This design comes from an exercise in tuning for small area on the open sky130 flow, not from production work. In this exercise RTL edits were held to simulation tests only and were not proved equivalent to the original. Power is estimated from default activity; no workload was simulated.

Design clock_face_top, start of the top module:
module clock_face_top (
  input  logic        vgaclk,
  input  logic        rst_n,
  input  logic [16:0] now,      
  output logic        hsync,
  output logic        vsync,
  output logic        sync_b,
  output logic [23:0] rgb       
);
  logic [9:0] hc;
  logic       vneg;
  logic [8:0] vmag;
  logic [7:0] ady;
  logic       hsync_n, vsync_n, visible;
  logic [5:0] tick_second, tick_minute, tick_hour;
  logic       hit_second, hit_minute, hit_hour;
  vga_timing i_vga_timing (
    .vgaclk  (vgaclk),
    .rst_n   (rst_n),
    .hc      (hc),
    .vneg    (vneg),
    .vmag    (vmag),
    .hsync_n (hsync_n),
    .vsync_n (vsync_n),
    .visible (visible)
  );
  assign ady = vmag[7:0];
  hand_angle i_hand_angle (
    .vgaclk      (vgaclk),
    .now         (now),
    .sample      (!vsync_n),
    .tick_second (tick_second),
    .tick_minute (tick_minute),
    .tick_hour   (tick_hour)
  );
  hand_raster i_hand_raster (
    .vgaclk      (vgaclk),
    .hc          (hc),
    .ady         (ady),
    .dyneg       (vneg),
    .tick_second (tick_second),
    .tick_minute (tick_minute),
    .tick_hour   (tick_hour),
    .hit_second  (hit_second),
    .hit_minute  (hit_minute),
    .hit_hour    (hit_hour)
  );
  face_composer i_face_composer (
    .hsync_n    (hsync_n),
    .vsync_n    (vsync_n),
    .visible    (visible),
    .hc         (hc),
    .ady        (ady),
    .hit_second (hit_second),
    .hit_minute (hit_minute),
    .hit_hour   (hit_hour),
    .hsync      (hsync),
    .vsync      (vsync),
    .sync_b     (sync_b),
    .rgb        (rgb)
  );
endmodule
==> flow/config.mk <==
export PLATFORM = sky130hd
export DESIGN_NAME = clock_face_top
export DESIGN_NICKNAME = clock_face_top
export VERILOG_FILES = /design/flow/design.v
export SDC_FILE = /design/flow/constraint.sdc
export NUM_CORES = 4
export LEC_CHECK = 0
export ABC_AREA = 1
export CAP_MARGIN = 0
export CORE_MARGIN = 2
export CORE_UTILIZATION = 62
export CTS_BUF_LIST = sky130_fd_sc_hd__clkbuf_4 sky130_fd_sc_hd__clkbuf_8
export CTS_CLUSTER_DIAMETER = 60
export CTS_CLUSTER_SIZE = 20
export GPL_TIMING_DRIVEN = 0
export SLEW_MARGIN = 0
==> flow/constraint.sdc <==
create_clock -name core_clock -period 39.7 [get_ports {vgaclk}]
set_input_delay 7.9400 -clock core_clock [delete_from_list [all_inputs] [get_ports {vgaclk}]]
set_output_delay 7.9400 -clock core_clock [all_outputs]
set_load 0.01 [all_outputs]
standard.sh (not shown) runs the stock make flow with config.mk's settings and CLKGATE_MAP_FILE= SYNTH_SCRIPT=/design/flow/synth_recipe.tcl, a recipe that flattens the netlist after the stock synthesis.
==> flow/flow/run.sh <==
#!/bin/bash
# Own flow: the standard layout (standard.sh) with these changes:
#  - synthesis maps the logic with ABC alone: no Yosys full/half adder
#    extraction (ADDER_MAP_FILE empty) and an area-oriented ABC script
#    (flow/abc_area.script); register inference, names and cell types are
#    those of the standard synthesis
#  - the port buffers are the smallest buffer (buf_1)
#  - clock tree synthesis without dummy loads
#  - synthesis' pass-through buffers removed before placement (flow/pre_gpl.tcl)
set -euo pipefail
W=$PWD
rm -rf "$W/scripts_own"
mkdir -p "$W/scripts_own"
cp -r "$FLOW_HOME/scripts/." "$W/scripts_own/"
cp "$W/flow/abc_area.script" "$W/scripts_own/abc_area.script"
cp "$W/flow/abc_area.script" "$W/scripts_own/abc_speed.script"
# standard.sh's make line, run for the synthesis step with the two changes
MK=$(grep '^make ' "$W/standard.sh" | sed 's/"\${@:-finish}"//')
eval "$MK ADDER_MAP_FILE= SCRIPTS_DIR=$W/scripts_own synth" > "$W/synth_own.log" 2>&1
# everything after synthesis as standard, but for the port buffer cell and
# the clock tree options
export PRE_GLOBAL_PLACE_TCL="$W/flow/pre_gpl.tcl"
export BUFFER_PORTS_ARGS="-buffer_cell sky130_fd_sc_hd__buf_1"
export CTS_ARGS="-sink_clustering_enable -repair_clock_nets -sink_clustering_size 20 -sink_clustering_max_diameter 60 -root_buf sky130_fd_sc_hd__clkbuf_8 -buf_list sky130_fd_sc_hd__clkbuf_4 -dont_use_dummy_load"
bash "$W/standard.sh" finish > "$W/layout_std.log" 2>&1
==> flow/flow/abc_area.script <==
&get -n
&st
&deepsyn -T 60
&dch -f
&nf -R 1000
&put
mfs2
&get -n
&st
&dch -f
&nf -R 1000
&put
topo
==> flow/flow/pre_gpl.tcl <==
# before global placement: drop the buffers synthesis put on pass-through
# nets (the port buffers inserted next replace them), as the standard flow
# does when its placement is timing driven
remove_buffers
Next try:
--- a/flow/flow/run.sh
+++ b/flow/flow/run.sh
@@ -23,3 +23,3 @@
 export BUFFER_PORTS_ARGS="-buffer_cell sky130_fd_sc_hd__buf_1"
-export CTS_ARGS="-sink_clustering_enable -repair_clock_nets -sink_clustering_size 20 -sink_clustering_max_diameter 60 -root_buf sky130_fd_sc_hd__clkbuf_8 -buf_list sky130_fd_sc_hd__clkbuf_4 -dont_use_dummy_load"
+export CTS_ARGS="-sink_clustering_enable -repair_clock_nets -sink_clustering_size 20 -sink_clustering_max_diameter 60 -buf_list sky130_fd_sc_hd__clkbuf_8 -dont_use_dummy_load"
 bash "$W/standard.sh" finish > "$W/layout_std.log" 2>&1
Outcome:
- The changed run completed with no timing, DRC or antenna violations
- total power climbs by 10%
- setup slack got worse by 0.027 ns
- maximum frequency hardly moves
- critical path depth drops by 9
- cell area climbs by 1.2%
- worst hold slack hardly moves
- clock-buffer cell count does not change

==> separate check: timing with driven ports <==
How much do the figures lean on ideal ports? The routed layouts below were timed once more, with nothing changed but the port constraints. Step 1 (the two cells are an assumption about what drives the block):
set clk [get_ports {vgaclk}]
set_driving_cell -lib_cell sky130_fd_sc_hd__clkbuf_16 $clk
set_driving_cell -lib_cell sky130_fd_sc_hd__buf_2 [delete_from_list [all_inputs] $clk]
Step 2 times the ports against the registers' clock, not the clock port: input delays grow and output delays shrink by t, the midpoint of the rising clock arrivals with the driver on. Three values: ideal ports, drivers, drivers and shift; two values: the first two.
run | t (ns) | setup slack, ns | worst hold slack (ns) | worst setup path after step 2
the first run | 0.438 | 26.367 / 26.329 / 26.614 | 0.445 / 0.445 / 0.445 | register to register
the second run | 0.471 | 26.340 / 26.301 / 26.703 | 0.446 / 0.446 / 0.446 | register to register
After both steps every run listed still meets setup and hold.
